From an optimization exercise on the open Yosys and OpenROAD flow, aimed at small area, a short achievable clock period and few clock cycles per item; shortcuts taken in it are not production practice.
No run shown here included a check of the RTL's function; only the layout flow was run.
Power figures rest on the tool's default switching activity, not on a simulated workload.

`flow/flow/run.sh`:
```
#!/bin/bash
# Standard synthesis, then the standard layout with: port buffers of a fixed small cell type,
# and repair_timing aiming below the clock period (a larger setup slack margin).
set -euo pipefail
bash standard.sh synth > synth.log 2>&1
bash standard.sh SETUP_SLACK_MARGIN=6.8 'BUFFER_PORTS_ARGS=-buffer_cell sky130_fd_sc_hd__buf_2' finish > layout.log 2>&1
```
`flow/standard.sh`:
```
#!/bin/bash
# synth_recipe.tcl (not shown) runs the flow's synth.tcl, then flattens the netlist and writes it again
# the make line also repeats each setting of config.mk as NAME=value (left out here)
make -C /OpenROAD-flow-scripts/flow DESIGN_CONFIG=/design/flow/config.mk WORK_HOME=/design/flow/orfs CLKGATE_MAP_FILE= SYNTH_SCRIPT=/design/flow/synth_recipe.tcl "${@:-finish}"
```
`flow/config.mk`:
```
export PLATFORM = sky130hd
export DESIGN_NAME = mac_stream_seq
export DESIGN_NICKNAME = mac_stream_seq
export VERILOG_FILES = /design/flow/design.v
export SDC_FILE = /design/flow/constraint.sdc
export NUM_CORES = 4
export LEC_CHECK = 0
export CAP_MARGIN = 20
export CORE_MARGIN = 2
export CORE_UTILIZATION = 40
export CTS_BUF_LIST = sky130_fd_sc_hd__clkbuf_4 sky130_fd_sc_hd__clkbuf_8
export CTS_CLUSTER_DIAMETER = 50
export SLEW_MARGIN = 20
```
`flow/constraint.sdc`:
```
create_clock -name core_clock -period 10.0 [get_ports {clk}]
set_input_delay 2.0000 -clock core_clock [delete_from_list [all_inputs] [get_ports {clk}]]
set_output_delay 2.0000 -clock core_clock [all_outputs]
set_load 0.01 [all_outputs]
```
`flow/design.v`:
```
module mult (
  input  logic [15:0] a_i,
  input  logic [7:0]  one_i,
  input  logic [7:0]  two_i,
  input  logic [7:0]  neg_i,
  output logic [15:0] s_o,
  output logic [15:0] c_o,
  output logic        c_lo_o
);
  logic [16:0] ax;
  logic [16:0] x0, x1, x2, x3, x4, x5, x6, x7;
  assign ax = {a_i[15], a_i};
  logic [7:0] nx;   
  assign nx = ~{x7[16], x6[16], x5[16], x4[16], x3[16], x2[16], x1[16], x0[16]};
  for (genvar j = 0; j < 17; j++) begin : g_pp0
    assign x0[j] = ((one_i[0] & ax[j]) | (two_i[0] & (j == 0 ? 1'b0 : ax[j == 0 ? 0 : j-1]))) ^ neg_i[0];
  end
  for (genvar j = 0; j < 17; j++) begin : g_pp1
    assign x1[j] = ((one_i[1] & ax[j]) | (two_i[1] & (j == 0 ? 1'b0 : ax[j == 0 ? 0 : j-1]))) ^ neg_i[1];
  end
  for (genvar j = 0; j < 17; j++) begin : g_pp2
    assign x2[j] = ((one_i[2] & ax[j]) | (two_i[2] & (j == 0 ? 1'b0 : ax[j == 0 ? 0 : j-1]))) ^ neg_i[2];
  end
  for (genvar j = 0; j < 17; j++) begin : g_pp3
    assign x3[j] = ((one_i[3] & ax[j]) | (two_i[3] & (j == 0 ? 1'b0 : ax[j == 0 ? 0 : j-1]))) ^ neg_i[3];
  end
  for (genvar j = 0; j < 17; j++) begin : g_pp4
    assign x4[j] = ((one_i[4] & ax[j]) | (two_i[4] & (j == 0 ? 1'b0 : ax[j == 0 ? 0 : j-1]))) ^ neg_i[4];
  end
  for (genvar j = 0; j < 17; j++) begin : g_pp5
    assign x5[j] = ((one_i[5] & ax[j]) | (two_i[5] & (j == 0 ? 1'b0 : ax[j == 0 ? 0 : j-1]))) ^ neg_i[5];
  end
  for (genvar j = 0; j < 17; j++) begin : g_pp6
    assign x6[j] = ((one_i[6] & ax[j]) | (two_i[6] & (j == 0 ? 1'b0 : ax[j == 0 ? 0 : j-1]))) ^ neg_i[6];
  end
  for (genvar j = 0; j < 17; j++) begin : g_pp7
    assign x7[j] = ((one_i[7] & ax[j]) | (two_i[7] & (j == 0 ? 1'b0 : ax[j == 0 ? 0 : j-1]))) ^ neg_i[7];
  end
  logic s1;
  logic k2;
  logic s3;
  logic k4;
  logic s5;
  logic k6;
  logic s7;
  logic k8;
  logic s9;
  logic k10;
  logic s11;
  logic k12;
  logic s13;
  logic k14;
  logic s15;
  logic k16;
  logic s17;
  logic k18;
  logic s19;
  logic k20;
  logic s21;
  logic k22;
  logic s23;
  logic k24;
  logic s25;
  logic k26;
  logic s27;
  logic k28;
  logic s29;
  logic k30;
  logic s31;
  logic k32;
  logic s33;
  logic k34;
  logic s35;
  logic k36;
  logic s37;
  logic k38;
  logic s39;
  logic k40;
  logic s41;
  logic k42;
  logic s43;
  logic k44;
  logic s45;
  logic k46;
  logic s47;
  logic k48;
  logic s49;
  logic k50;
  logic s51;
  logic k52;
  logic s53;
  logic k54;
  logic s55;
  logic k56;
  logic s57;
  logic k58;
  logic s59;
  logic k60;
  logic s61;
  logic k62;
  logic s63;
  logic k64;
  logic s65;
  logic k66;
  logic s67;
  logic k68;
  logic s69;
  logic k70;
  logic s71;
  logic k72;
  logic s73;
  logic k74;
  logic s75;
  logic k76;
  logic s77;
  logic k78;
  logic s79;
  logic k80;
  logic s81;
  logic k82;
  logic s83;
  logic k84;
  logic s85;
  logic k86;
  logic s87;
  logic k88;
  logic s89;
  logic k90;
  logic s91;
  logic k92;
  logic s93;
  logic k94;
  logic s95;
  logic k96;
  logic s97;
  logic k98;
  logic s99;
  logic k100;
  logic s101;
  logic k102;
  logic s103;
  logic k104;
  logic s105;
  logic k106;
  logic s107;
  logic k108;
  logic s109;
  logic k110;
  logic s111;
  logic k112;
  logic s113;
  logic k114;
  logic s115;
  logic k116;
  logic s117;
  logic k118;
  logic s119;
  logic k120;
  logic s121;
  logic k122;
  logic s123;
  logic k124;
  logic s125;
  logic k126;
  logic s127;
  logic k128;
  logic s129;
  logic k130;
  logic s131;
  logic k132;
  logic s133;
  logic k134;
  logic s135;
  logic k136;
  logic s137;
  logic k138;
  logic s139;
  logic k140;
  logic s141;
  logic k142;
  logic s143;
  logic k144;
  logic s145;
  logic k146;
  logic s147;
  logic k148;
  logic s149;
  logic k150;
  logic s151;
  logic k152;
  logic s153;
  logic k154;
  logic s155;
  logic k156;
  logic s157;
  logic k158;
  logic s159;
  logic k160;
  logic s161;
  logic k162;
  logic s163;
  logic k164;
  logic s165;
  logic k166;
  logic s167;
  logic k168;
  logic s169;
  logic k170;
  logic s171;
  logic k172;
  logic s173;
  logic k174;
  logic s175;
  logic k176;
  logic s177;
  logic k178;
  logic s179;
  logic k180;
  logic s181;
  logic k182;
  logic s183;
  logic k184;
  logic s185;
  logic k186;
  logic s187;
  logic k188;
  logic s189;
  logic k190;
  logic s191;
  logic k192;
  logic s193;
  logic k194;
  logic s195;
  logic k196;
  logic s197;
  logic k198;
  logic s199;
  logic k200;
  logic s201;
  logic k202;
  logic s203;
  assign {k2, s1} = x0[10] + x1[8];
  assign {k4, s3} = x0[11] + x1[9];
  assign {k6, s5} = x0[12] + x1[10] + x2[8];
  assign {k8, s7} = x3[6] + x4[4];
  assign {k10, s9} = x0[13] + x1[11] + x2[9];
  assign {k12, s11} = x3[7] + x4[5];
  assign {k14, s13} = x0[14] + x1[12] + x2[10];
  assign {k16, s15} = x3[8] + x4[6] + x5[4];
  assign {k18, s17} = x6[2] + x7[0];
  assign {k20, s19} = x0[15] + x1[13] + x2[11];
  assign {k22, s21} = x3[9] + x4[7] + x5[5];
  assign {k24, s23} = x6[3] + x7[1];
  assign {k26, s25} = x0[16] + x1[14] + x2[12];
  assign {k28, s27} = x3[10] + x4[8] + x5[6];
  assign {k30, s29} = x6[4] + x7[2];
  assign {k32, s31} = x0[16] + x1[15] + x2[13];
  assign {k34, s33} = x3[11] + x4[9] + x5[7];
  assign {k36, s35} = x6[5] + x7[3];
  assign {k38, s37} = nx[0] + nx[1] + x2[14];
  assign {k40, s39} = x3[12] + x4[10] + x5[8];
  assign {k42, s41} = x6[6] + x7[4];
  assign {k44, s43} = 1'b1 + x2[15] + x3[13];
  assign {k46, s45} = x4[11] + x5[9] + x6[7];
  assign {k48, s47} = nx[2] + x3[14] + x4[12];
  assign {k50, s49} = 1'b1 + x3[15];
  assign {k52, s51} = x0[6] + x1[4];
  assign {k54, s53} = x0[7] + x1[5];
  assign {k56, s55} = x0[8] + x1[6] + x2[4];
  assign {k58, s57} = x3[2] + x4[0];
  assign {k60, s59} = x0[9] + x1[7] + x2[5];
  assign {k62, s61} = x3[3] + x4[1];
  assign {k64, s63} = s1 + x2[6] + x3[4];
  assign {k66, s65} = x4[2] + x5[0] + neg_i[5];
  assign {k68, s67} = k2 + s3 + x2[7];
  assign {k70, s69} = x3[5] + x4[3] + x5[1];
  assign {k72, s71} = k4 + s5 + s7;
  assign {k74, s73} = x5[2] + x6[0] + neg_i[6];
  assign {k76, s75} = k6 + k8 + s9;
  assign {k78, s77} = s11 + x5[3] + x6[1];
  assign {k80, s79} = k10 + k12 + s13;
  assign {k82, s81} = s15 + s17 + neg_i[7];
  assign {k84, s83} = k14 + k16 + k18;
  assign {k86, s85} = s19 + s21 + s23;
  assign {k88, s87} = k20 + k22 + k24;
  assign {k90, s89} = s25 + s27 + s29;
  assign {k92, s91} = k26 + k28 + k30;
  assign {k94, s93} = s31 + s33 + s35;
  assign {k96, s95} = k32 + k34 + k36;
  assign {k98, s97} = s37 + s39 + s41;
  assign {k100, s99} = k38 + k40 + k42;
  assign {k102, s101} = s43 + s45 + x7[5];
  assign {k104, s103} = k44 + k46 + s47;
  assign {k106, s105} = x5[10] + x6[8] + x7[6];
  assign {k108, s107} = k48 + s49 + x4[13];
  assign {k110, s109} = x5[11] + x6[9] + x7[7];
  assign {k112, s111} = k50 + nx[3] + x4[14];
  assign {k114, s113} = x5[12] + x6[10] + x7[8];
  assign {k116, s115} = 1'b1 + x4[15] + x5[13];
  assign {k118, s117} = x6[11] + x7[9];
  assign {k120, s119} = x0[4] + x1[2];
  assign {k122, s121} = x0[5] + x1[3];
  assign {k124, s123} = s51 + x2[2] + x3[0];
  assign {k126, s125} = k52 + s53 + x2[3];
  assign {k128, s127} = k54 + s55 + s57;
  assign {k130, s129} = k56 + k58 + s59;
  assign {k132, s131} = k60 + k62 + s63;
  assign {k134, s133} = k64 + k66 + s67;
  assign {k136, s135} = k68 + k70 + s71;
  assign {k138, s137} = k72 + k74 + s75;
  assign {k140, s139} = k76 + k78 + s79;
  assign {k142, s141} = k80 + k82 + s83;
  assign {k144, s143} = k84 + k86 + s87;
  assign {k146, s145} = k88 + k90 + s91;
  assign {k148, s147} = k92 + k94 + s95;
  assign {k150, s149} = k96 + k98 + s99;
  assign {k152, s151} = k100 + k102 + s103;
  assign {k154, s153} = k104 + k106 + s107;
  assign {k156, s155} = k108 + k110 + s111;
  assign {k158, s157} = k112 + k114 + s115;
  assign {k160, s159} = x0[2] + x1[0];
  assign {k162, s161} = x0[3] + x1[1];
  assign {k164, s163} = s119 + x2[0] + neg_i[2];
  assign {k166, s165} = k120 + s121 + x2[1];
  assign {k168, s167} = k122 + s123 + neg_i[3];
  assign {k170, s169} = k124 + s125 + x3[1];
  assign {k172, s171} = k126 + s127 + neg_i[4];
  assign {k174, s173} = k128 + s129 + s61;
  assign {k176, s175} = k130 + s131 + s65;
  assign {k178, s177} = k132 + s133 + s69;
  assign {k180, s179} = k134 + s135 + s73;
  assign {k182, s181} = k136 + s137 + s77;
  assign {k184, s183} = k138 + s139 + s81;
  assign {k186, s185} = k140 + s141 + s85;
  assign {k188, s187} = k142 + s143 + s89;
  assign {k190, s189} = k144 + s145 + s93;
  assign {k192, s191} = k146 + s147 + s97;
  assign {k194, s193} = k148 + s149 + s101;
  assign {k196, s195} = k150 + s151 + s105;
  assign {k198, s197} = k152 + s153 + s109;
  assign {k200, s199} = k154 + s155 + s113;
  assign {k202, s201} = k156 + s157 + s117;
  assign s203 = k200 ^ s201;
  logic [7:0] lo_s, lo_co;
  bk_add #(.W(8)) u_lo (.a({k168, k166, k164, k162, k160, s159, x0[1], x0[0]}), .b({s169, s167, s165, s163, s161, neg_i[1], 1'b0, neg_i[0]}), .ci(1'b0), .s(lo_s), .co(lo_co));
  assign c_lo_o = lo_co[7];
  assign s_o = {s203, k198, k196, k194, k192, k190, k188, k186, k184, k182, k180, k178, k176, k174, k172, k170};
  assign c_o = {1'b0, s199, s197, s195, s193, s191, s189, s187, s185, s183, s181, s179, s177, s175, s173, s171};
endmodule
module bk_add #(
  parameter int W = 16
) (
  input  logic [W-1:0] a,
  input  logic [W-1:0] b,
  input  logic         ci,
  output logic [W-1:0] s,
  output logic [W-1:0] co
);
  logic [W-1:0] p0, g, p;
  always_comb begin
    p0 = a ^ b;
    g  = a & b;
    p  = p0;
    g[0] = g[0] | (p[0] & ci);
    for (int i = 1; (1 << i) <= W; i++) begin
      for (int j = (1 << i) - 1; j < W; j += (1 << i)) begin
        g[j] = g[j] | (p[j] & g[j - (1 << (i - 1))]);
        p[j] = p[j] & p[j - (1 << (i - 1))];
      end
    end
    for (int i = $clog2(W); i > 0; i--) begin
      for (int j = (1 << i) + (1 << (i - 1)) - 1; j < W; j += (1 << i)) begin
        g[j] = g[j] | (p[j] & g[j - (1 << (i - 1))]);
        p[j] = p[j] & p[j - (1 << (i - 1))];
      end
    end
  end
  assign co = g;
  assign s  = p0 ^ {g[W-2:0], ci};
endmodule
module mac_stream_seq (
  input  logic        clk,
  input  logic        rst,
  input  logic        in_valid,
  output logic        in_ready,
  input  logic [15:0] in_data,
  input  logic [15:0] in_weight,
  input  logic [15:0] bias,
  output logic        out_valid,
  input  logic        out_ready,
  output logic [15:0] out_res
);
  localparam int LEN   = 48;
  localparam int ACC_W = 22;
  logic [5:0]         cnt_q;
  logic               rdy_q;
  logic               arm_q;             
  logic               owe_q;             
  logic               f0_q, l0_q;
  logic [15:0]        a0_q, b_q;
  logic [7:0]         one0_q, two0_q, neg0_q;
  logic               f1_q, l1_q;
  logic [15:0]        s1_q, c1_q;
  logic               cl1_q;
  logic [15:0]        s_d, c_d;
  logic               cl_d;
  logic               f2_q, l2_q;
  logic [15:0]        p2_q;
  logic [ACC_W-1:0]   acc_q;
  logic               l3_q;
  logic               ov_q;
  logic [15:0]        res_q;
  logic        accept, first_in, last_in, inc, owe_d, last_d;
  logic [15:0] prod;
  logic [15:0] sat_res;
  logic [16:0] wx;
  logic [7:0]  one_d, two_d, neg_d;
  assign first_in = (cnt_q == 6'd0);
  assign last_in  = (cnt_q == 6'(LEN - 1));
  assign accept   = in_valid && rdy_q;
  assign inc      = accept && last_in;
  assign owe_d    = inc || (owe_q && !(ov_q && out_ready));
  assign last_d   = accept ? (cnt_q == 6'(LEN - 2)) : last_in;
  assign wx = {in_weight, 1'b0};
  always_comb begin
    for (int i = 0; i < 8; i++) begin
      one_d[i] = wx[2*i+1] ^ wx[2*i];
      two_d[i] = (wx[2*i+2] & ~wx[2*i+1] & ~wx[2*i]) | (~wx[2*i+2] & wx[2*i+1] & wx[2*i]);
      neg_d[i] = wx[2*i+2];
    end
  end
  mult u_mult (
    .a_i    (a0_q),
    .one_i  (one0_q),
    .two_i  (two0_q),
    .neg_i  (neg0_q),
    .s_o    (s_d),
    .c_o    (c_d),
    .c_lo_o (cl_d)
  );
  logic [15:0] prod_co;
  logic [ACC_W-1:0] acc_in, acc_s, acc_co;
  bk_add #(.W(16)) u_prod (.a(s1_q), .b(c1_q), .ci(cl1_q), .s(prod), .co(prod_co));
  assign acc_in = f2_q ? {{(ACC_W-16){b_q[15]}}, b_q} : acc_q;
  bk_add #(.W(ACC_W)) u_acc (.a(acc_in), .b({{(ACC_W-16){p2_q[15]}}, p2_q}), .ci(1'b0), .s(acc_s), .co(acc_co));
  always_comb begin
    if (acc_q[ACC_W-1:15] != {(ACC_W-15){acc_q[ACC_W-1]}})
      sat_res = acc_q[ACC_W-1] ? 16'h8000 : 16'h7FFF;
    else
      sat_res = acc_q[15:0];
  end
  always_ff @(posedge clk) begin
    a0_q   <= accept ? in_data : 16'd0;    
    one0_q <= one_d;
    two0_q <= two_d;
    neg0_q <= neg_d;
    if (arm_q) b_q <= bias;
    s1_q   <= s_d;
    c1_q   <= c_d;
    cl1_q  <= cl_d;
    p2_q   <= prod;
    acc_q  <= acc_s;
    if (l3_q) res_q <= sat_res;
  end
  always_ff @(posedge clk) begin
    if (rst) begin
      cnt_q <= '0;
      rdy_q <= 1'b1;
      arm_q <= 1'b1;
      owe_q <= 1'b0;
      f0_q  <= 1'b0;
      l0_q  <= 1'b0;
      f1_q  <= 1'b0;
      l1_q  <= 1'b0;
      f2_q  <= 1'b0;
      l2_q  <= 1'b0;
      l3_q  <= 1'b0;
      ov_q  <= 1'b0;
    end else begin
      if (accept) cnt_q <= last_in ? 6'd0 : cnt_q + 6'd1;
      owe_q <= owe_d;
      rdy_q <= !(owe_d && last_d);
      arm_q <= accept ? last_in : first_in;
      f0_q  <= accept && first_in;
      l0_q  <= inc;
      f1_q  <= f0_q;
      l1_q  <= l0_q;
      f2_q  <= f1_q;
      l2_q  <= l1_q;
      l3_q  <= l2_q;
      ov_q  <= l3_q || (ov_q && !out_ready);
    end
  end
  assign in_ready  = rdy_q;
  assign out_valid = ov_q;
  assign out_res   = res_q;
endmodule
```
==> impl_metrics.tcl, run 1 <==
set metrics [dict create \
    max_stage_delay_ns 0.55 \
    die-area_um2 27000 \
    ys_seq_elements 159 \
    worst-path-max-fanout 14 \
    wl_per_cell_um 16.0 \
    io_buffers 69 \
    critPathCaptureType "flip-flop" \
    synth_area_per_cell_um2 10.7 \
    skew_ns 0.0163 \
    drt_iter0_drc 421 \
    min_delay_path_depth 1 \
    setup_viol 0 \
    r2r_end "c1_q[6]$_DFF_P_" \
    syn-cell-area_um2 10300 \
    netlist-cell-type-count 49 \
    ys_seq_area_frac 0.340 \
    die_x_um 164 \
    status "complete, no violations" \
    worstSetupStartpointType "flip-flop" \
    pwr-share-clk 0.160 \
    layout_common_cells "103 x a22oi_1, 94 x inv_1, 92 x fa_1, 90 x dfxtp_1, 83 x xor2_1" \
    grt-ovfl-total 0 \
    rr_worst_depth 9 \
    postSynthCellCount 960 \
    slew_viol_final 0 \
    reg2reg_slack_ns 6.93 \
    clk_latency_ns 0.47 \
    drc_errors 0 \
    cts_tree "done" \
    antenna_cells 0 \
    startpoint "two0_q[0]$_DFF_P_" \
    r2r-start "two0_q[0]$_DFF_P_" \
    vias 6904 \
    start_util 0.408 \
    sw_frac_of_total 0.398 \
    arrival_ns 3.44 \
    critical_path.most_common_cell "fa_1" \
    antenna_found_initial 0 \
    fmax_ghz 0.325 \
    drive_above_1_share 0.210 \
    final_nets 1223 \
    grt_pass1_vias 6855 \
    worst_pin_slew_ns 0.753 \
    boundaryPins 70 \
    finalHoldViolCount 0 \
    fin_crit_sh 0.307 \
    final_common_cell "a22oi_1" \
    critical_path_class "flip-flop to flip-flop" \
    path_clk_slew_ns 0.09 \
    grtUsageTotal 0.168 \
    numCtsBuffers 17 \
    synth_fp_nets 1165 \
    ys_warn_count 4 \
    dp_cells 1291 \
    hold_end "f1_q$_SDFF_PP0_" \
    cap_violations 0 \
    rsz0062_at_grt "yes" \
    drt-pass1-iter-count 6 \
    viasPerCell 5.07 \
    row_count 58 \
    place_hpwl_mm 16.1 \
    vdd_drop_max_mv 0.112 \
    grt_max_degree 24 \
    gp_congestion 0.828 \
    instances_no_fill 1361 \
    clk_path_buf_depth 2 \
    area_growth_pct 13.1 \
    htree_levels 4 \
    ant_nets 0 \
    fin_tns_setup_ns 0 \
    worstPathCellList "a22oi_1, xor2_1, fa_1, inv_1, fa_1, fa_1, inv_1, fa_1, inv_1" \
    cts_sinks 159 \
    required_ns 10.37 \
    slowest_stage "fa_1" \
    p_switching_mw 1.17 \
    p_leak_nw 4.91 \
    final_util 0.461 \
    relSlewSlack 0.497 \
    comb_power_share 0.490 \
    power.density_nw_per_um2 252 \
    period_minus_slack_ns 3.07 \
    grt_pass1_wl_mm 35.2 \
    seqPwrFrac 0.350 \
    wirelength_mm 21.8 \
    hold_path_class "flip-flop to flip-flop" \
    min_from "f0_q$_SDFF_PP0_" \
    die_h_um 164 \
    fp.coreArea_um2 25300 \
    root_buffer "clkbuf_8" \
    p_int_mw 1.77 \
]
==> area by class of cell <==
| type | count | area (µm²) |
|---|---|---|
| multi-input combinational | 635 | 6220 |
| inverter | 96 | 364 |
| tap | 330 | 413 |
| clock buffer | 19 | 262 |
| fill | 2360 | 13600 |
| clock inverter | 13 | 126 |
| timing repair buffer | 109 | 643 |
| sequential | 159 | 3620 |
==> power groups by stage <==
stage | Combinational (mW) | Clock, mW | Sequential (mW)
finish | 1.44 | 0.471 | 1.03
global route | 1.68 | 0.508 | 1.05
floorplan | 1.12 | 0 | 0.968
detailed placement | 1.43 | 0 | 1.05
CTS | 1.43 | 0.483 | 1.04
global placement | 1.37 | 0 | 1.05
==> what timing repair did <==
item	in CTS	in global routing
gates resized for setup	44	33
pin swaps	0	7
setup endpoints to repair	37	23
hold buffers	0	0
buffers inserted	2	36
==> stage by stage <==
step	setup WS, ns	instance area, µm²	power [mW]	hold WS, ns
detailed placement	6.33	10800	2.48	0.424
global route	6.78	11600	3.24	0.458
CTS	6.68	11300	2.95	0.446
global placement	6.38	10800	2.42	0.416
finish	6.93	11600	2.94	0.440
floorplan	6.81	10300	2.09	0.404
==> cell families (layout without fill, tap and decap cells) <==
group,count (synthesis),in the layout,share of synthesized area
xor+xnor,152,152,0.129
buf+inv,166,237,0.0631
fa+ha+maj,153,153,0.255
mux,19,19,0.0204
compound gates,202,202,0.134
flops,159,159,0.340
simple gates,109,109,0.0574
==> state kept, by name, indices dropped and copies added, names as in the netlist, 6 cells and up <==
name    count
c1_q       15
two0_q      8
neg0_q      8
s1_q       16
one0_q      8
res_q      16
p2_q       16
a0_q       16
cnt_q       6
acc_q      22
b_q        16
==> worst max-delay path, delay by kind of cell (launching register included) <==
kind | cells | cell delay (ns)
adder cells (fa/ha/maj) | 4 | 2.05
AO/OA/AOI/OAI | 1 | 0.25
flip-flops | 1 | 0.41
buffers and inverters | 3 | 0.14
XOR/XNOR | 1 | 0.13
==> metal layers <==
| metal | global-route usage | up-vias | share of wire |
|---|---|---|---|
| li1 | - | 3345 | - |
| met1 | 0.219 | 3338 | 0.45 |
| met2 | 0.287 | 199 | 0.49 |
| met3 | 0.0339 | 22 | 0.046 |
| met4 | 0.0423 | 0 | 0.013 |
| met5 | 0 | - | 0 |
==> cells in the mapped netlist (all sizes together) <==
cell type  number  area share
and2            1     0.00061
mux2i           3      0.0029
o31a            1     0.00085
nor3            3      0.0015
a31oi           2      0.0012
nand4b          2      0.0017
a2111oi         1     0.00085
mux2           16       0.018
nand3           1     0.00049
fa             95        0.18
a211oi          5      0.0046
xnor2          68       0.058
or3             2      0.0012
nand2b         11      0.0067
nor4            2      0.0024
or2             2      0.0012
nand4           4      0.0039
o2111ai         1     0.00085
nand3b          7      0.0051
dfxtp         127        0.25
xor2           84       0.071
nand2          37       0.013
nor2b           6      0.0036
inv            96       0.035
a21oi          17      0.0083
buf            15      0.0079
clkbuf         55       0.020
o21bai          1     0.00073
nor2           14      0.0051
ha             58       0.070
a41o            1     0.00097
a21o           10      0.0073
o21ai          45       0.022
a22oi         107       0.078
a31o            1     0.00085
and3           17       0.010
o21a            4      0.0029
o31ai           2      0.0015
o211ai          4      0.0034
edfxtp         32       0.093
==> worst max-delay path by stage <==
stage and end:
2_1_floorplan c1_q[4]$_DFF_P_, 3_3_place_gp acc_q[21]$_DFF_P_, 4_1_cts acc_q[21]$_DFF_P_, 3_5_place_dp acc_q[21]$_DFF_P_, 5_1_grt acc_q[21]$_DFF_P_, 6_report c1_q[6]$_DFF_P_
==> run 2: changes to the inputs <==
==> flow/flow/run.sh (replaced) <==
#!/bin/bash
# Standard synthesis, then the standard layout with: port buffers of a fixed small cell type,
# and repair_timing aiming below the clock period (a larger setup slack margin).
set -euo pipefail
bash standard.sh synth > synth.log 2>&1
bash standard.sh SETUP_SLACK_MARGIN=6.8 'BUFFER_PORTS_ARGS=-buffer_cell sky130_fd_sc_hd__buf_1' finish > layout.log 2>&1
--- a/flow/config.mk
+++ b/flow/config.mk
@@ -9,5 +9,5 @@
 export CORE_MARGIN = 2
 export CORE_UTILIZATION = 40
 export CTS_BUF_LIST = sky130_fd_sc_hd__clkbuf_4 sky130_fd_sc_hd__clkbuf_8
-export CTS_CLUSTER_DIAMETER = 50
+export CTS_CLUSTER_DIAMETER = 25
 export SLEW_MARGIN = 20
==> run 2 against run 1 <==
Design area down 2.9%. Still clean on timing, DRC and antenna. Synthesized cell count stayed put. Clock power fell by 6.6%. Clock-buffer cell count is 1 lower. Area after synthesis did not move. Non-clock buffer count is 20 lower. Total power down 2.1%. Wire length down 1.7%. Utilization shrank 1.3 points. Register-to-register slack lost 0.07 ns. Via count shrank 1.8%. Highest routed layer unchanged. Critical endpoint is now s1_q[15]$_DFF_P_.
==> impl_metrics.tcl, run 2 <==
set metrics [dict create \
    status "complete, no violations" \
    multi_input_area_um2 6170 \
    slowest_stage "fa_1" \
    die-area_um2 27000 \
    ys_warn_count 4 \
    seq_area_um2 3600 \
    htree_levels 4 \
    rsz0062_at_grt "yes" \
    synthFlopType "dfxtp_1" \
    critPathCaptureType "flip-flop" \
    ant_nets 0 \
    worst-path-max-fanout 13 \
    syn-cell-area_um2 10300 \
    worst_pin_slew_ns 0.766 \
    arrival_ns 3.53 \
    dp_cells 1293 \
    die_x_um 164 \
    final_nets 1203 \
    start_util 0.408 \
    grt-ovfl-total 0 \
    path_delay_family "adder cells" \
    grt_pass1_wl_mm 35.2 \
    grtUsageTotal 0.168 \
    final_util 0.448 \
    period_minus_slack_ns 3.14 \
    vdd_drop_max_mv 0.101 \
    netlist_top_cells_area "dfxtp_1 25%, fa_1 18%, edfxtp_1 9.3%, a22oi_1 7.8%, xor2_1 7.1%" \
    hold_path_class "flip-flop to flip-flop" \
    wirelength_mm 21.4 \
    synth_common_cells "127 x dfxtp_1, 107 x a22oi_1, 95 x fa_1, 95 x inv_1, 84 x xor2_1" \
    postSynthCellCount 960 \
    pre_cts_ws_ns 6.31 \
    clk_latency_ns 0.47 \
    drc_errors 0 \
    max_stage_delay_ns 0.43 \
    pwr-share-clk 0.153 \
    fin_crit_sh 0.314 \
    synth_most_common_cell "dfxtp_1" \
    instances_no_fill 1341 \
    drt_iter0_drc 348 \
    yosysTopAreaCell "dfxtp_1" \
    power.density_nw_per_um2 254 \
    boundaryPins 70 \
    cts_tree "done" \
    die_h_um 164 \
    final_common_cell "a22oi_1" \
    io_buffers 69 \
    antenna_cells 0 \
    drt-pass1-iter-count 5 \
    drive_above_1_share 0.116 \
    comb_power_share 0.488 \
    largest_register_ffs 22 \
    p_leak_nw 4.60 \
    ys_seq_area_frac 0.340 \
    worstSetupStartpointType "flip-flop" \
    fmax_ghz 0.319 \
    ctsHoldBuffers 0 \
    cts_sinks 159 \
    synth_edf_count 32 \
    sw_frac_of_total 0.403 \
    synth_area_per_cell_um2 10.7 \
    critical_path_class "flip-flop to flip-flop" \
    synth_top_area_frac 0.247 \
    layout_common_cells "104 x a22oi_1, 94 x inv_1, 94 x dfxtp_1, 93 x fa_1, 84 x xor2_1" \
    clk_path_buf_depth 2 \
    worstPathCellList "a22oi_1, xor2_1, fa_2, fa_1, inv_1, fa_1, fa_1, xnor2_1, xnor2_1, xnor2_1, xnor2_1" \
    grt_pass1_vias 6918 \
    relSlewSlack 0.488 \
    row_count 58 \
    root_buffer "clkbuf_8" \
    gp_congestion 0.820 \
    finalHoldViolCount 0 \
    fin_tns_setup_ns 0 \
    viasPerCell 5.05 \
    regMostFlops "acc_q" \
    fp.coreArea_um2 25300 \
    setup_ws_ns 6.86 \
    critical_path.most_common_cell "xnor2_1" \
    required_ns 10.39 \
    path_clk_slew_ns 0.08 \
    grt_max_degree 20 \
    path_buf_inv 1 \
    cap_violations 0 \
    seqPwrFrac 0.358 \
    ys_seq_elements 159 \
    p_int_mw 1.71 \
    setup_viol 0 \
    area_growth_pct 9.82 \
    async_flop_share 0 \
    place_hpwl_mm 15.8 \
    p_switching_mw 1.16 \
    vias 6778 \
    nFillCells 2447 \
    netlist-cell-type-count 49 \
    antenna_found_initial 0 \
    skew_ns 0.0164 \
    wl_per_cell_um 16.0 \
    synth_fp_nets 1165 \
    slew_viol_final 0 \
    numCtsBuffers 17 \
]
[run 2: cell type report]
| cell class | instances | share of cell area |
|---|---|---|
| Multi-Input combinational cell | 635 | 0.546 |
| Sequential cell | 159 | 0.318 |
| Tap cell | 330 | 0.0365 |
| Timing Repair Buffer | 89 | 0.0361 |
| Inverter | 96 | 0.0322 |
| Clock buffer | 18 | 0.0214 |
| Clock inverter | 14 | 0.00996 |
[run 2: repair_timing]
| item | in CTS | in global routing |
|---|---|---|
| endpoints found under the setup margin | 37 | 24 |
| gates resized for setup | 45 | 16 |
| setup buffers | 4 | 12 |
| cloned | 0 | 0 |
| pin swaps | 0 | 3 |
[run 2: final timing paths]
check	cells after the start	startpoint	slack [ns]	to
max	11	a0_q[11]$_SDFF_PN0_	6.86	s1_q[15]$_DFF_P_
max reg2reg	11	a0_q[11]$_SDFF_PN0_	6.86	s1_q[15]$_DFF_P_
min reg2reg	1	l0_q$_SDFF_PP0_	0.44	l1_q$_SDFF_PP0_
min	1	l0_q$_SDFF_PP0_	0.44	l1_q$_SDFF_PP0_
[run 2: metal layers]
layer / GRT usage / part of all wire / vias up / routed length [µm]
met3: 0.0291 / 0.038 / 20 / 814
met1: 0.214 / 0.46 / 3296 / 9800
met2: 0.287 / 0.49 / 165 / 10500
met4: 0.0597 / 0.017 / 0 / 369
met5: 0 / 0 / - / 0
li1: - / - / 3297 / -
[run 2: worst register-to-register path: stages (launching register included)]
cell     delay, ns
dfxtp_4       0.41
a22oi_1       0.22
xor2_1        0.12
fa_2          0.39
fa_1          0.41
inv_1         0.08
fa_1          0.43
fa_1          0.39
xnor2_1       0.18
xnor2_1       0.16
xnor2_1       0.16
xnor2_1       0.13
[run 2: kinds of logic (layout without fill, tap and decap cells)]
kind of cell / count (synthesis) / in the layout / synth area share
xor+xnor: 152 / 152 / 0.129
fa+ha+maj: 153 / 153 / 0.255
buf+inv: 166 / 217 / 0.0631
compound gates: 202 / 202 / 0.134
flops: 159 / 159 / 0.340
mux: 19 / 19 / 0.0204
simple gates: 109 / 109 / 0.0574
[run 2: metrics by stage]
step | total power, mW | hold WS [ns] | area [µm²]
floorplan | 2.09 | 0.404 | 10300
global placement | 2.42 | 0.415 | 10700
detailed placement | 2.46 | 0.423 | 10700
CTS | 2.91 | 0.441 | 11200
global route | 3.20 | 0.457 | 11300
finish | 2.87 | 0.441 | 11300
[run 2: power by group through the flow]
| stage | combinational (mW) | clock, mW | sequential [mW] |
|---|---|---|---|
| 5_1_grt | 1.67 | 0.478 | 1.06 |
| 3_5_place_dp | 1.41 | 0 | 1.05 |
| 3_3_place_gp | 1.37 | 0 | 1.05 |
| 6_report | 1.40 | 0.440 | 1.03 |
| 2_1_floorplan | 1.12 | 0 | 0.968 |
| 4_1_cts | 1.42 | 0.453 | 1.04 |
==> run 3: changes to the inputs <==
--- a/flow/config.mk
+++ b/flow/config.mk
@@ -10,4 +10,5 @@
 export CORE_UTILIZATION = 40
 export CTS_BUF_LIST = sky130_fd_sc_hd__clkbuf_4 sky130_fd_sc_hd__clkbuf_8
 export CTS_CLUSTER_DIAMETER = 25
+export PLACE_DENSITY = 0.8
 export SLEW_MARGIN = 20
==> run 3 against run 2 <==
Via count grew 3.1%. Hold slack got worse by 0.0065 ns. Global-route usage barely moved. Die area unchanged. Largest power group unchanged. Clock skew is 0.0033 ns higher.
==> impl_metrics.tcl, run 3 <==
set metrics [dict create \
    ctsHoldBuffers 0 \
    vias 6989 \
    drt-pass1-iter-count 7 \
    cts_sinks 159 \
    p_leak_nw 4.70 \
    arrival_ns 3.61 \
    nFillCells 2321 \
    worstSetupStartpointType "flip-flop" \
    period_minus_slack_ns 3.23 \
    required_ns 10.38 \
    syn-cell-area_um2 10300 \
    antenna_cells 0 \
    die_h_um 164 \
    netlist-cell-type-count 49 \
    drc_errors 0 \
    gp_congestion 0.910 \
    synth_area_per_cell_um2 10.7 \
    synthFlopType "dfxtp_1" \
    drive_above_1_share 0.137 \
    fin_crit_sh 0.323 \
    rsz0062_at_grt "yes" \
    grt_pass1_wl_mm 35.4 \
    layout_common_cells "103 x a22oi_1, 94 x inv_1, 91 x fa_1, 90 x dfxtp_1, 84 x xor2_1" \
    critical_path.most_common_cell "xnor2_1" \
    grtUsageTotal 0.168 \
    fp.coreArea_um2 25300 \
    cts_tree "done" \
    rr_worst_depth 11 \
    fin_tns_setup_ns 0 \
    worst_pin_slew_ns 0.870 \
    drt_iter0_drc 581 \
    cap_violations 0 \
    place_hpwl_mm 15.8 \
    netlist_top_cells_area "dfxtp_1 25%, fa_1 18%, edfxtp_1 9.3%, a22oi_1 7.8%, xor2_1 7.1%" \
    fmax_ghz 0.310 \
    instances_no_fill 1353 \
    synth_fp_nets 1165 \
    clk_latency_ns 0.47 \
    postLayoutCellArea_um2 11500 \
    final_common_cell "a22oi_1" \
    vdd_drop_max_mv 0.104 \
    critPathCaptureType "flip-flop" \
    r2r-start "a0_q[11]$_SDFF_PN0_" \
    start_util 0.408 \
    synth_common_cells "127 x dfxtp_1, 107 x a22oi_1, 95 x fa_1, 95 x inv_1, 84 x xor2_1" \
    worstPathCellList "a22oi_1, xor2_1, fa_2, fa_1, inv_1, fa_1, fa_2, xnor2_2, xnor2_1, xnor2_1, xnor2_1" \
    ys_seq_area_frac 0.340 \
    finalHoldViolCount 0 \
    clk_path_buf_depth 2 \
    synth_top_area_frac 0.247 \
    worst-path-max-fanout 13 \
    async_flop_share 0 \
    place_area_um2 10700 \
    slew_viol_final 0 \
    final_nets 1215 \
    largest_register_ffs 22 \
    antenna_found_initial 0 \
    area_growth_pct 12.2 \
    wirelength_mm 22.1 \
    viasPerCell 5.17 \
    root_buffer "clkbuf_8" \
    hold_path_class "flip-flop to flip-flop" \
    die-area_um2 27000 \
    synth_most_common_cell "dfxtp_1" \
    endpoint "s1_q[15]$_DFF_P_" \
    slowest_stage "fa_1" \
    numCtsBuffers 17 \
    io_buffers 69 \
    ys_warn_count 4 \
    regMostFlops "acc_q" \
    relSlewSlack 0.419 \
    synth_edf_count 32 \
    postSynthCellCount 960 \
    htree_levels 4 \
    fin_hold_ws_ns 0.435 \
    grt_max_degree 24 \
    boundaryPins 70 \
    skew_ns 0.0198 \
    yosysTopAreaCell "dfxtp_1" \
    setup_ws_ns 6.77 \
    startpoint "a0_q[11]$_SDFF_PN0_" \
    grt_pass1_vias 7051 \
    row_count 58 \
    grt-ovfl-total 0 \
    dp_cells 1291 \
    power_mw 2.97 \
    path_clk_slew_ns 0.09 \
    reg2reg_slack_ns 6.77 \
    power.density_nw_per_um2 257 \
    setup_viol 0 \
    r2r_end "s1_q[15]$_DFF_P_" \
    ys_seq_elements 159 \
    critical_path_class "flip-flop to flip-flop" \
    pre_cts_ws_ns 6.26 \
    final_util 0.457 \
    die_x_um 164 \
    wl_per_cell_um 16.4 \
    status "complete, no violations" \
    ant_nets 0 \
    max_stage_delay_ns 0.44 \
]
run 3: critical path, delay by kind of cell, from the launching register on:
kind                     cells  cell delay, ns
AO/OA/AOI/OAI                1            0.22
XOR/XNOR                     5            0.79
adder cells (fa/ha/maj)      4            1.67
buffers and inverters        1            0.08
flip-flops                   1            0.40
run 3: metal layers:
| metal | up-vias | track usage | wire length [µm] |
|---|---|---|---|
| met5 | - | 0 | 0 |
| met4 | 0 | 0.0530 | 301 |
| met3 | 26 | 0.0352 | 1530 |
| met2 | 261 | 0.281 | 10800 |
| met1 | 3373 | 0.218 | 9500 |
| li1 | 3329 | - | - |
run 3: power by group:
part	total, mW	leakage [nW]	internal, mW	switching, mW
logic	1.47	3.12	0.693	0.777
registers	1.03	1.38	0.875	0.157
clock network	0.467	0.197	0.205	0.262
total	2.97	4.70	1.77	1.20
run 3: final cells by class:
cell class	count	area, µm²	share of cell area
clock inverter	15	148	0.0128
sequential	159	3610	0.313
timing repair buffer	101	561	0.0485
tap	330	413	0.0357
clock buffer	17	234	0.0203
inverter	96	364	0.0315
multi-input combinational	635	6220	0.539
run 3: logic make-up after synthesis:
kind of cell,after synthesis,share of synthesized area
AOI/OAI and AO/OA,202,0.134
buffers and inverters,166,0.0631
DFF,159,0.340
adders and majority gates,153,0.255
xor gates and xnor gates,152,0.129
and+or+nand+nor,109,0.0574
muxes,19,0.0204
run 3: how the worst min path moves through the flow:
stage | start | end | slack [ns] | depth (start not counted)
floorplan | s1_q[15]$_DFF_P_ | p2_q[15]$_DFF_P_ | 0.40 | 1
global placement | l2_q$_SDFF_PP0_ | l3_q$_SDFF_PP0_ | 0.42 | 1
detailed placement | l1_q$_SDFF_PP0_ | l2_q$_SDFF_PP0_ | 0.42 | 1
CTS | l2_q$_SDFF_PP0_ | l3_q$_SDFF_PP0_ | 0.44 | 1
global route | f1_q$_SDFF_PP0_ | f2_q$_SDFF_PP0_ | 0.45 | 1
finish | l2_q$_SDFF_PP0_ | l3_q$_SDFF_PP0_ | 0.43 | 1
run 3: repair_timing:
action | in CTS | in global routing
pin swaps | 3 | 11
endpoints found under the setup margin | 35 | 31
buffers inserted | 6 | 22
resized for setup | 43 | 38
cloned | 0 | 2
==> run 4: changes to the inputs <==
--- a/flow/config.mk
+++ b/flow/config.mk
@@ -7,7 +7,7 @@
 export LEC_CHECK = 0
 export CAP_MARGIN = 20
 export CORE_MARGIN = 2
-export CORE_UTILIZATION = 40
+export CORE_UTILIZATION = 60
 export CTS_BUF_LIST = sky130_fd_sc_hd__clkbuf_4 sky130_fd_sc_hd__clkbuf_8
 export CTS_CLUSTER_DIAMETER = 25
 export PLACE_DENSITY = 0.8
==> run 4 against run 3 <==
Largest cell class unchanged. Design area is 1.1% lower. Largest power group unchanged. Die area is 33% lower. Synthesized cell count stayed put. Utilization is 23 points higher. Critical path type unchanged. Setup slack better by 0.081 ns. Clock skew is 0.0064 ns lower.
==> impl_metrics.tcl, run 4 <==
set metrics [dict create \
    status "complete, no violations" \
    synth_fp_nets 1165 \
    p_int_mw 1.74 \
    power.density_nw_per_um2 254 \
    regMostFlops "acc_q" \
    postSynthCellCount 960 \
    setup_viol 0 \
    die-area_um2 18200 \
    layout_common_cells "103 x a22oi_1, 94 x inv_1, 91 x fa_1, 91 x dfxtp_1, 83 x xor2_1" \
    critPathCaptureType "flip-flop" \
    grt_max_degree 20 \
    p_leak_nw 4.70 \
    fin_crit_sh 0.314 \
    cap_violations 0 \
    syn-cell-area_um2 10300 \
    power_mw 2.90 \
    antenna_cells 0 \
    start_util 0.616 \
    synth_most_common_cell "dfxtp_1" \
    ant_nets 0 \
    fin_tns_setup_ns 0 \
    synth_common_cells "127 x dfxtp_1, 107 x a22oi_1, 95 x fa_1, 95 x inv_1, 84 x xor2_1" \
    die_h_um 135 \
    grt_pass1_wl_mm 34.2 \
    setup_ws_ns 6.86 \
    htree_levels 4 \
    synth_top_area_frac 0.247 \
    numCtsBuffers 17 \
    ctsHoldBuffers 0 \
    synth_edf_count 32 \
    worst_pin_slew_ns 0.797 \
    relSlewSlack 0.468 \
    skew_ns 0.0133 \
    critical_path_class "flip-flop to flip-flop" \
    yosysTopAreaCell "dfxtp_1" \
    clk_latency_ns 0.47 \
    vdd_drop_max_mv 0.126 \
    worstSetupStartpointType "flip-flop" \
    hold_path_class "flip-flop to flip-flop" \
    gp_congestion 0.865 \
    ys_seq_elements 159 \
    r2r-start "two0_q[4]$_DFF_P_" \
    comb_power_share 0.490 \
    path_clk_slew_ns 0.09 \
    startpoint "two0_q[4]$_DFF_P_" \
    cts_sinks 159 \
    rsz0062_at_grt "yes" \
    slew_viol_final 0 \
    drt-pass1-iter-count 6 \
    synth_area_per_cell_um2 10.7 \
    synthFlopType "dfxtp_1" \
    antenna_found_initial 0 \
    netlist_top_cells_area "dfxtp_1 25%, fa_1 18%, edfxtp_1 9.3%, a22oi_1 7.8%, xor2_1 7.1%" \
    drive_above_1_share 0.138 \
    area_growth_pct 10.9 \
    grtUsageTotal 0.238 \
    row_count 47 \
    drt_iter0_drc 669 \
    fmax_ghz 0.318 \
    required_ns 10.36 \
    pwr-share-clk 0.160 \
    clk_path_buf_depth 2 \
    fp.coreArea_um2 16700 \
    grt-ovfl-total 0 \
    viasPerCell 5.73 \
    fin_hold_ws_ns 0.448 \
    pre_cts_ws_ns 6.29 \
    boundaryPins 70 \
    final_nets 1220 \
    final_common_cell "a22oi_1" \
    root_buffer "clkbuf_8" \
    io_buffers 69 \
    cts_tree "done" \
    wirelength_mm 21.0 \
    arrival_ns 3.51 \
    wl_per_cell_um 16.8 \
    place_hpwl_mm 14.5 \
    drc_errors 0 \
    p_switching_mw 1.16 \
    largest_register_ffs 22 \
    period_minus_slack_ns 3.14 \
    ys_seq_area_frac 0.340 \
    grt_pass1_vias 7063 \
    seqPwrFrac 0.350 \
    final_util 0.684 \
    finalHoldViolCount 0 \
    worst-path-max-fanout 3 \
    async_flop_share 0 \
    die_x_um 135 \
    netlist-cell-type-count 49 \
    min_from "l2_q$_SDFF_PP0_" \
    ys_warn_count 4 \
    vias 7157 \
    sw_frac_of_total 0.399 \
]
## run 4: critical path, stage by stage, from the launching register on
cell	delay [ns]
dfxtp_4	0.36
a22oi_2	0.27
xor2_2	0.13
fa_2	0.41
fa_2	0.38
inv_1	0.07
fa_1	0.43
fa_2	0.37
xnor2_1	0.14
xnor2_1	0.14
xnor2_1	0.23
xnor2_1	0.10
## run 4: kinds of logic (layout without fill, tap and decap cells)
family / count (synthesis) / count (layout) / share of synthesized area
compound gates: 202 / 202 / 0.134
buf+inv: 166 / 234 / 0.0631
flops: 159 / 159 / 0.340
fa+ha+maj: 153 / 153 / 0.255
xor+xnor: 152 / 152 / 0.129
simple gates: 109 / 109 / 0.0574
mux: 19 / 19 / 0.0204
## run 4: power groups by stage
stage	clock network, mW	logic, mW	registers (mW)
final	0.464	1.42	1.02
after global routing	0.508	1.66	1.04
after CTS	0.474	1.41	1.03
after detailed placement	0	1.40	1.04
after global placement	0	1.30	1.03
after floorplan	0	1.12	0.968
## run 4: final timing paths
check / slack [ns] / depth (start not counted) / end
max: 6.86 / 11 / s1_q[15]$_DFF_P_
min: 0.45 / 1 / l3_q$_SDFF_PP0_
max reg2reg: 6.86 / 11 / s1_q[15]$_DFF_P_
min reg2reg: 0.45 / 1 / l3_q$_SDFF_PP0_
## run 4: stage by stage
stage          cells  instance area [µm²]
3_3_place_gp    1180                10500
6_report        1248                11400
2_1_floorplan    960                10300
4_1_cts         1215                11000
3_5_place_dp    1180                10500
5_1_grt         1248                11400
## run 4: what timing repair did
action	4_1_cts	5_1_grt
resized for setup	47	28
setup endpoints to repair	39	25
pin swaps	0	11
setup buffers	3	33
## run 4: area by class of cell
cell class	count	area [µm²]
inverters	96	364
clock buffers	17	234
clock inverters	15	153
fillers	1211	5280
flip-flops and latches	159	3610
well taps	220	275
multi-input cells	635	6200
repair buffers	106	576
## run 4: routing by layer
| metal | routed length, µm | GRT usage |
|---|---|---|
| met5 | 0 | 0 |
| met2 | 10400 | 0.397 |
| met1 | 8700 | 0.304 |
| met3 | 1350 | 0.0477 |
| met4 | 518 | 0.102 |
==> run 5: changes to the inputs <==
==> flow/flow/run.sh (replaced) <==
#!/bin/bash
# Standard synthesis, then the standard layout with: port buffers of a fixed small cell type,
# and repair_timing aiming below the clock period (a larger setup slack margin).
set -euo pipefail
bash standard.sh synth > synth.log 2>&1
bash standard.sh SETUP_SLACK_MARGIN=7.0 'BUFFER_PORTS_ARGS=-buffer_cell sky130_fd_sc_hd__buf_2' finish > layout.log 2>&1
--- a/flow/config.mk
+++ b/flow/config.mk
@@ -7,8 +7,7 @@
 export LEC_CHECK = 0
 export CAP_MARGIN = 20
 export CORE_MARGIN = 2
-export CORE_UTILIZATION = 60
+export CORE_UTILIZATION = 40
 export CTS_BUF_LIST = sky130_fd_sc_hd__clkbuf_4 sky130_fd_sc_hd__clkbuf_8
 export CTS_CLUSTER_DIAMETER = 25
-export PLACE_DENSITY = 0.8
 export SLEW_MARGIN = 20
==> run 5 against run 4 <==
Still clean on timing, DRC and antenna. Combinational power increased by 11%. Synthesized cell count unchanged. Non-clock buffer count increased by 46. Hold slack lost 0.010 ns. Register-to-register slack gained 0.11 ns. Largest power group unchanged.
==> impl_metrics.tcl, run 5 <==
set metrics [dict create \
    relSlewSlack 0.518 \
    antenna_found_initial 0 \
    root_buffer "clkbuf_8" \
    grtUsageTotal 0.178 \
    regMostFlops "acc_q" \
    hold_path_class "flip-flop to flip-flop" \
    synth_top_area_frac 0.247 \
    netlist_top_cells_area "dfxtp_1 25%, fa_1 18%, edfxtp_1 9.3%, a22oi_1 7.8%, xor2_1 7.1%" \
    dp_cells 1293 \
    start_util 0.408 \
    period_minus_slack_ns 3.04 \
    cap_violations 0 \
    power.density_nw_per_um2 249 \
    path_clk_slew_ns 0.09 \
    ant_nets 0 \
    vdd_drop_max_mv 0.0983 \
    instances_no_fill 1404 \
    fin_tns_setup_ns 0 \
    rsz0062_at_grt "yes" \
    worst_pin_slew_ns 0.718 \
    synthFlopType "dfxtp_1" \
    syn-cell-area_um2 10300 \
    status "complete, no violations" \
    hold_end "l1_q$_SDFF_PP0_" \
    cts_sinks 159 \
    area_growth_pct 20.6 \
    synth_edf_count 32 \
    gp_congestion 0.824 \
    fp.coreArea_um2 25300 \
    drive_above_1_share 0.310 \
    die_x_um 164 \
    die-area_um2 27000 \
    die_h_um 164 \
    rr_worst_depth 10 \
    slew_viol_final 0 \
    netlist-cell-type-count 49 \
    grt_pass1_vias 7028 \
    min_from "l0_q$_SDFF_PP0_" \
    grt_max_degree 19 \
    clk_latency_ns 0.47 \
    ctsHoldBuffers 0 \
    ys_warn_count 4 \
    numCtsBuffers 17 \
    p_leak_nw 5.19 \
    wirelength_mm 23.7 \
    drt-pass1-iter-count 5 \
    postSynthCellCount 960 \
    drc_errors 0 \
    worstSetupStartpointType "flip-flop" \
    critical_path_class "flip-flop to flip-flop" \
    final_common_cell "dfxtp_1" \
    arrival_ns 3.44 \
    grt_pass1_wl_mm 37.2 \
    clk_path_buf_depth 2 \
    async_flop_share 0 \
    ys_seq_elements 159 \
    htree_levels 4 \
    synth_area_per_cell_um2 10.7 \
    worst-path-max-fanout 5 \
    setup_viol 0 \
    required_ns 10.40 \
    layout_common_cells "87 x dfxtp_1, 85 x inv_1, 78 x fa_1, 77 x xor2_1, 73 x a22oi_1" \
    final_nets 1266 \
    r2r_end "c1_q[5]$_DFF_P_" \
    ys_seq_area_frac 0.340 \
    min_delay_path_depth 1 \
    synth_most_common_cell "dfxtp_1" \
    yosysTopAreaCell "dfxtp_1" \
    drt_iter0_drc 584 \
    reg2reg_slack_ns 6.96 \
    synth_common_cells "127 x dfxtp_1, 107 x a22oi_1, 95 x fa_1, 95 x inv_1, 84 x xor2_1" \
    antenna_cells 0 \
    io_buffers 69 \
    wl_per_cell_um 16.9 \
    fin_crit_sh 0.304 \
    vias 7191 \
    r2r-start "two0_q[0]$_DFF_P_" \
    cts_tree "done" \
    critPathCaptureType "flip-flop" \
    place_hpwl_mm 16.3 \
    viasPerCell 5.12 \
    fmax_ghz 0.329 \
    boundaryPins 70 \
    synth_fp_nets 1165 \
    largest_register_ffs 22 \
    skew_ns 0.0214 \
    grt-ovfl-total 0 \
    finalHoldViolCount 0 \
    row_count 58 \
]
==> run 5: worst max-delay path, stage by stage, from the launching register on <==
cell and delay (ns):
dfxtp_4 0.39, buf_4 0.15, a22oi_2 0.20, xor2_1 0.11, fa_1 0.49, inv_1 0.05
fa_1 0.49, inv_2 0.04, fa_2 0.51, inv_1 0.05, fa_2 0.51
==> run 5: through the flow <==
| step | power, mW | util | cell area [µm²] | worst slack, ns | hold WS (ns) |
|---|---|---|---|---|---|
| after floorplan | 2.11 | - | 10500 | 6.96 | 0.404 |
| after global placement | 2.44 | 0.429 | 10800 | 6.50 | 0.417 |
| after detailed placement | 2.49 | 0.429 | 10800 | 6.42 | 0.422 |
| after CTS | 3.02 | 0.465 | 11700 | 6.92 | 0.441 |
| after global routing | 3.41 | 0.491 | 12400 | 6.84 | 0.454 |
| final | 3.10 | 0.491 | 12400 | 6.96 | 0.437 |
==> run 5: cell families after synthesis <==
logic type,count (synthesis),share of synthesized area
flip-flops,159,0.340
AND/OR/NAND/NOR,109,0.0574
XOR/XNOR,152,0.129
multiplexers,19,0.0204
AO/OA/AOI/OAI,202,0.134
adder cells (fa/ha/maj),153,0.255
buffers and inverters,166,0.0631
==> run 5: power by group <==
part / switching (mW) / internal (mW)
Clock: 0.250 / 0.244
Combinational: 0.822 / 0.753
Sequential: 0.151 / 0.875
Total: 1.22 / 1.87
==> run 5: how the worst max path moves through the flow <==
| stage | end | from | slack (ns) | depth (start not counted) |
|---|---|---|---|---|
| 6_report | c1_q[5]$_DFF_P_ | two0_q[0]$_DFF_P_ | 6.96 | 10 |
| 5_1_grt | acc_q[21]$_DFF_P_ | f2_q$_SDFF_PP0_ | 6.84 | 11 |
| 4_1_cts | acc_q[21]$_DFF_P_ | f2_q$_SDFF_PP0_ | 6.92 | 11 |
| 3_5_place_dp | acc_q[21]$_DFF_P_ | f2_q$_SDFF_PP0_ | 6.42 | 11 |
| 3_3_place_gp | acc_q[21]$_DFF_P_ | f2_q$_SDFF_PP0_ | 6.50 | 11 |
| 2_1_floorplan | s1_q[15]$_DFF_P_ | one0_q[2]$_DFF_P_ | 6.96 | 13 |
==> run 5: area by class of cell <==
type / instances / area [µm²]
fill: 2298 / 12800
sequential: 159 / 3630
tap: 330 / 413
inverter: 96 / 364
clock inverter: 11 / 131
multi-input combinational: 635 / 6580
timing repair buffer: 152 / 1020
clock buffer: 21 / 277
==> run 5: what timing repair did <==
action / CTS / global route
pin swaps: 8 / 62
resized for setup: 75 / 88
buffers inserted: 40 / 39
endpoints found under the setup margin: 48 / 52
==> run 5: layer usage <==
metal / track usage / vias up / wire, µm
met1: 0.232 / 3512 / 10200
met5: 0 / - / 0
li1: - / 3418 / -
met3: 0.0384 / 39 / 1200
met4: 0.0486 / 0 / 452
met2: 0.300 / 222 / 11800
==> run 6: changes to the inputs <==
--- a/flow/design.v
+++ b/flow/design.v
@@ -238,7 +238,6 @@
   logic k200;
   logic s201;
   logic k202;
-  logic s203;
   assign {k2, s1} = x0[10] + x1[8];
   assign {k4, s3} = x0[11] + x1[9];
   assign {k6, s5} = x0[12] + x1[10] + x2[8];
@@ -340,12 +339,11 @@
   assign {k198, s197} = k152 + s153 + s109;
   assign {k200, s199} = k154 + s155 + s113;
   assign {k202, s201} = k156 + s157 + s117;
-  assign s203 = k200 ^ s201;
   logic [7:0] lo_s, lo_co;
   bk_add #(.W(8)) u_lo (.a({k168, k166, k164, k162, k160, s159, x0[1], x0[0]}), .b({s169, s167, s165, s163, s161, neg_i[1], 1'b0, neg_i[0]}), .ci(1'b0), .s(lo_s), .co(lo_co));
   assign c_lo_o = lo_co[7];
-  assign s_o = {s203, k198, k196, k194, k192, k190, k188, k186, k184, k182, k180, k178, k176, k174, k172, k170};
-  assign c_o = {1'b0, s199, s197, s195, s193, s191, s189, s187, s185, s183, s181, s179, s177, s175, s173, s171};
+  assign s_o = {k200, k198, k196, k194, k192, k190, k188, k186, k184, k182, k180, k178, k176, k174, k172, k170};
+  assign c_o = {s201, s199, s197, s195, s193, s191, s189, s187, s185, s183, s181, s179, s177, s175, s173, s171};
 endmodule
 module bk_add #(
   parameter int W = 16
@@ -390,8 +388,8 @@
   input  logic        out_ready,
   output logic [15:0] out_res
 );
-  localparam int LEN   = 48;
-  localparam int ACC_W = 22;
+  localparam int LEN  = 48;
+  localparam int HI_W = 6;     
   logic [5:0]         cnt_q;
   logic               rdy_q;
   logic               arm_q;             
@@ -405,13 +403,12 @@
   logic [15:0]        s_d, c_d;
   logic               cl_d;
   logic               f2_q, l2_q;
-  logic [15:0]        p2_q;
-  logic [ACC_W-1:0]   acc_q;
-  logic               l3_q;
+  logic [15:0]        lo_q;
+  logic [2:0]         dlt_q;             
+  logic [HI_W-1:0]    hi_q;
   logic               ov_q;
   logic [15:0]        res_q;
   logic        accept, first_in, last_in, inc, owe_d, last_d;
-  logic [15:0] prod;
   logic [15:0] sat_res;
   logic [16:0] wx;
   logic [7:0]  one_d, two_d, neg_d;
@@ -438,16 +435,23 @@
     .c_o    (c_d),
     .c_lo_o (cl_d)
   );
-  logic [15:0] prod_co;
-  logic [ACC_W-1:0] acc_in, acc_s, acc_co;
-  bk_add #(.W(16)) u_prod (.a(s1_q), .b(c1_q), .ci(cl1_q), .s(prod), .co(prod_co));
-  assign acc_in = f2_q ? {{(ACC_W-16){b_q[15]}}, b_q} : acc_q;
-  bk_add #(.W(ACC_W)) u_acc (.a(acc_in), .b({{(ACC_W-16){p2_q[15]}}, p2_q}), .ci(1'b0), .s(acc_s), .co(acc_co));
+  logic [15:0] lo_base, cs_s, cs_c, lo_s, lo_co, t_s, t_co;
+  logic [1:0]  up, dn;
+  assign lo_base = f1_q ? b_q : lo_q;
+  assign cs_s    = lo_base ^ s1_q ^ c1_q;
+  assign cs_c    = (lo_base & s1_q) | (lo_base & c1_q) | (s1_q & c1_q);
+  bk_add #(.W(16)) u_lo (.a(cs_s), .b({cs_c[14:0], 1'b0}), .ci(cl1_q), .s(lo_s), .co(lo_co));
+  bk_add #(.W(16)) u_t (.a(s1_q), .b(c1_q), .ci(cl1_q), .s(t_s), .co(t_co));
+  assign up = {1'b0, cs_c[15]} + {1'b0, lo_co[15]};
+  assign dn = {1'b0, t_co[15]} + {1'b0, t_s[15]};
+  logic [HI_W-1:0] hi_base, hi_d;
+  assign hi_base = f2_q ? {HI_W{b_q[15]}} : hi_q;
+  assign hi_d    = hi_base + {{(HI_W-3){dlt_q[2]}}, dlt_q};
   always_comb begin
-    if (acc_q[ACC_W-1:15] != {(ACC_W-15){acc_q[ACC_W-1]}})
-      sat_res = acc_q[ACC_W-1] ? 16'h8000 : 16'h7FFF;
+    if ({hi_d, lo_q[15]} != {(HI_W+1){hi_d[HI_W-1]}})
+      sat_res = hi_d[HI_W-1] ? 16'h8000 : 16'h7FFF;
     else
-      sat_res = acc_q[15:0];
+      sat_res = lo_q;
   end
   always_ff @(posedge clk) begin
     a0_q   <= accept ? in_data : 16'd0;    
@@ -458,9 +462,10 @@
     s1_q   <= s_d;
     c1_q   <= c_d;
     cl1_q  <= cl_d;
-    p2_q   <= prod;
-    acc_q  <= acc_s;
-    if (l3_q) res_q <= sat_res;
+    lo_q   <= lo_s;
+    dlt_q  <= {1'b0, up} - {1'b0, dn};
+    hi_q   <= hi_d;
+    if (l2_q) res_q <= sat_res;
   end
   always_ff @(posedge clk) begin
     if (rst) begin
@@ -474,7 +479,6 @@
       l1_q  <= 1'b0;
       f2_q  <= 1'b0;
       l2_q  <= 1'b0;
-      l3_q  <= 1'b0;
       ov_q  <= 1'b0;
     end else begin
       if (accept) cnt_q <= last_in ? 6'd0 : cnt_q + 6'd1;
@@ -487,8 +491,7 @@
       l1_q  <= l0_q;
       f2_q  <= f1_q;
       l2_q  <= l1_q;
-      l3_q  <= l2_q;
-      ov_q  <= l3_q || (ov_q && !out_ready);
+      ov_q  <= l2_q || (ov_q && !out_ready);
     end
   end
   assign in_ready  = rdy_q;
==> flow/flow/run.sh (replaced) <==
#!/bin/bash
# Standard synthesis, then the standard layout with: port buffers of a fixed small cell type,
# and repair_timing aiming below the clock period (a larger setup slack margin).
set -euo pipefail
bash standard.sh synth > synth.log 2>&1
bash standard.sh SETUP_SLACK_MARGIN=6.8 'BUFFER_PORTS_ARGS=-buffer_cell sky130_fd_sc_hd__buf_2' finish > layout.log 2>&1
--- a/flow/config.mk
+++ b/flow/config.mk
@@ -9,5 +9,4 @@
 export CORE_MARGIN = 2
 export CORE_UTILIZATION = 40
 export CTS_BUF_LIST = sky130_fd_sc_hd__clkbuf_4 sky130_fd_sc_hd__clkbuf_8
-export CTS_CLUSTER_DIAMETER = 25
 export SLEW_MARGIN = 20
==> run 6 against run 5 <==
Total power grew 20%. Non-clock buffer count shrank 60. Clock-buffer cell count is 4 lower. Synthesized cell count shrank 1.8%. Global-route usage down 1.2 points. Utilization fell by 3.4 points. Wire length down 9.2%. Die area decreased by 0.75%. Flip-flop and latch count is 13 lower. Clock skew up 0.0040 ns. Clock power down 6.3%. Highest routed layer unchanged.
==> impl_metrics.tcl, run 6 <==
set metrics [dict create \
    vias 6731 \
    ant_nets 0 \
    numCtsBuffers 17 \
    ys_seq_area_frac 0.317 \
    synth_area_per_cell_um2 10.8 \
    drive_above_1_share 0.217 \
    critPathCaptureType "flip-flop" \
    period_minus_slack_ns 3.40 \
    synth_compound_area_frac 0.139 \
    root_buffer "clkbuf_8" \
    grt_pass1_wl_mm 35.1 \
    grt-ovfl-total 0 \
    boundaryPins 70 \
    place_hpwl_mm 15.7 \
    drt-met1-wl_mm 10.6 \
    row_count 58 \
    ctsHoldBuffers 0 \
    grt_pass1_vias 6813 \
    viasPerCell 5.06 \
    io_buffers 69 \
    cts_tree "done" \
    netlist-cell-type-count 51 \
    fp.coreArea_um2 25100 \
    path_clk_slew_ns 0.09 \
    antenna_cells 0 \
    postLayoutCellArea_um2 11500 \
    synth_fa_ha_area_frac 0.278 \
    critical_path_class "flip-flop to flip-flop" \
    async_flop_share 0 \
    cap_violations 0 \
    synth_top_family_by_area "adder cells" \
    required_ns 10.35 \
    worst-path-max-fanout 4 \
    synth_common_cells "114 x dfxtp_1, 107 x a22oi_1, 103 x inv_1" \
    postSynthCellCount 943 \
    synth_fp_nets 1161 \
    clk_latency_ns 0.48 \
    start_util 0.407 \
    htree_levels 4 \
    met3_length_um 835 \
    vdd_drop_max_mv 0.157 \
    antenna_found_initial 0 \
    grtUsageTotal 0.166 \
    wl_met2_mm 9.76 \
    worstPathCellList "mux2_4, fa_1, ha_2, fa_2, a21o_1, a21o_1, a2111o_1, a211oi_2, inv_1, fa_2, xor2_1" \
    p_leak_nw 4.85 \
    synth_top_area_frac 0.223 \
    ys_seq_elements 146 \
    worst_pin_slew_ns 0.737 \
    slowest_stage "a2111o_1" \
    fin_tns_setup_ns 0 \
    synth_most_common_cell "dfxtp_1" \
    power_mw 3.70 \
    max_stage_delay_ns 0.45 \
    grt_max_degree 20 \
    netlist_top_cells_area "dfxtp_1 22%, fa_1 20%, edfxtp_1 9.4%, ha_1 8.0%, a22oi_1 7.9%" \
    status "complete, no violations" \
    wl_per_cell_um 16.2 \
    synth_edf_count 32 \
    drt-pass1-iter-count 7 \
    ys_warn_count 3 \
    die_x_um 164 \
    gp_congestion 0.814 \
    die_h_um 164 \
    drc_errors 0 \
    path_buf_inv 1 \
    clk_path_buf_depth 2 \
    layout_common_cells "102 x a22oi_1, 100 x inv_1, 97 x fa_1, 80 x dfxtp_1, 75 x xor2_1" \
    fmax_ghz 0.295 \
    syn-cell-area_um2 10200 \
    slew_viol_final 0 \
    synthXorXnorAreaFrac 0.125 \
    rsz0062_at_grt "yes" \
    yosysTopAreaCell "dfxtp_1" \
    skew_ns 0.0253 \
    nFillCells 2382 \
    relSlewSlack 0.508 \
    drt_iter0_drc 373 \
    place_area_um2 10700 \
    yosys.area_share.simple 0.0537 \
    yosys-mux-area-fraction 0.0225 \
    arrival_ns 3.74 \
    setup_viol 0 \
    hold_path_class "flip-flop to flip-flop" \
    worstSetupStartpointType "flip-flop" \
    fin_crit_sh 0.340 \
    die-area_um2 26800 \
    path_delay_family "adder cells" \
    final_nets 1205 \
    cts_sinks 146 \
    area_growth_pct 12.4 \
    final_common_cell "a22oi_1" \
    wirelength_mm 21.5 \
    synthFlopType "dfxtp_1" \
    power.density_nw_per_um2 322 \
    finalHoldViolCount 0 \
    top_layer_used "met4" \
]
run 6: cell types whose count changed after synthesis, moves of 5 or more:
cell     delta
nand2_1    -17
dfxtp_1    -13
o21ai_1    -20
ha_1        +7
fa_1        +6
o21ai_0     +6
a21oi_1     -5
a21o_1      +9
a21o_2      +6
inv_1       +8
xor2_1      -8
run 6: final cells by class:
cell class                 instances  area, µm²  area share
clock buffer                      17        234      0.0204
sequential                       146       3340       0.291
inverter                         103        390      0.0340
multi-input combinational        627       6440       0.560
clock inverter                    15        145      0.0126
tap                              330        413      0.0359
timing repair buffer              92        526      0.0458
run 6: metal layers:
metal	up-vias	GRT usage
met5	-	0
met4	0	0.0371
met3	22	0.0331
met2	159	0.271
met1	3271	0.228
li1	3279	-
run 6: worst paths after layout:
check / cells past startpoint / startpoint / end / slack, ns
setup / recovery: 11 / f1_q$_SDFF_PP0_ / lo_q[13]$_DFF_P_ / 6.60
hold / removal: 1 / f0_q$_SDFF_PP0_ / f1_q$_SDFF_PP0_ / 0.45
setup reg to reg: 11 / f1_q$_SDFF_PP0_ / lo_q[13]$_DFF_P_ / 6.60
hold reg to reg: 1 / f0_q$_SDFF_PP0_ / f1_q$_SDFF_PP0_ / 0.45
run 6: what timing repair did:
action                                  4_1_cts  5_1_grt
gates resized for setup                      39       37
endpoints found under the setup margin       39       27
pin swaps                                     3        7
setup buffers                                 5       17
run 6: power by group:
group / total [mW] / internal (mW) / switching [mW]
Combinational: 2.25 / 1.08 / 1.17
Sequential: 0.991 / 0.836 / 0.155
Clock: 0.463 / 0.204 / 0.259
Total: 3.70 / 2.12 / 1.58
run 6: stage by stage:
stage	utilization	instances	setup slack, ns	hold slack (ns)
finish	0.457	1330	6.60	0.446
global route	0.457	1330	6.52	0.466
CTS	0.447	1313	6.59	0.450
detailed placement	0.427	1276	6.09	0.428
global placement	0.427	1276	6.15	0.415
floorplan	-	943	6.52	0.414
run 6: kinds of logic after synthesis:
group	count (synthesis)
AO/OA/AOI/OAI	196
buffers and inverters	170
adder cells (fa/ha/maj)	166
flip-flops	146
XOR/XNOR	145
AND/OR/NAND/NOR	99
multiplexers	21
run 6: worst reg2reg max path, stage by stage (launching register included):
cell and delay [ns]:
dfxtp_4 0.38, mux2_4 0.31, fa_1 0.44, ha_2 0.20, fa_2 0.35, a21o_1 0.16, a21o_1 0.17, a2111o_1 0.45
a211oi_2 0.27, inv_1 0.09, fa_2 0.34, xor2_1 0.14

[afterwards: timing with drivers on the ports]
Ports are ideal in the flow. The routed layouts listed here were re-timed in OpenROAD.
Step 1 assumes that a clkbuf_16 drives the clock port and a buf_2 every other input.
Step 2, shift: input delay + t, output delay - t, t = (earliest + latest rising clock arrival at the registers) / 2. This alone moves slack from input paths to output paths.
Slacks: no drivers / after step 1 / after step 2; pairs: no drivers / after step 1.
run | t (ns) | slack for setup (ns)
run 1 | 0.502 | 6.927 / 6.899 / 6.572
run 2 | 0.504 | 6.861 / 6.861 / 6.559
run 3 | 0.495 | 6.774 / 6.774 / 6.554
run 4 | 0.502 | 6.855 / 6.855 / 6.553
run 5 | 0.500 | 6.963 / 6.963 / 6.682
run 6 | 0.504 | 6.605 / 6.605 / 6.605
After both steps every run listed still meets setup and hold.
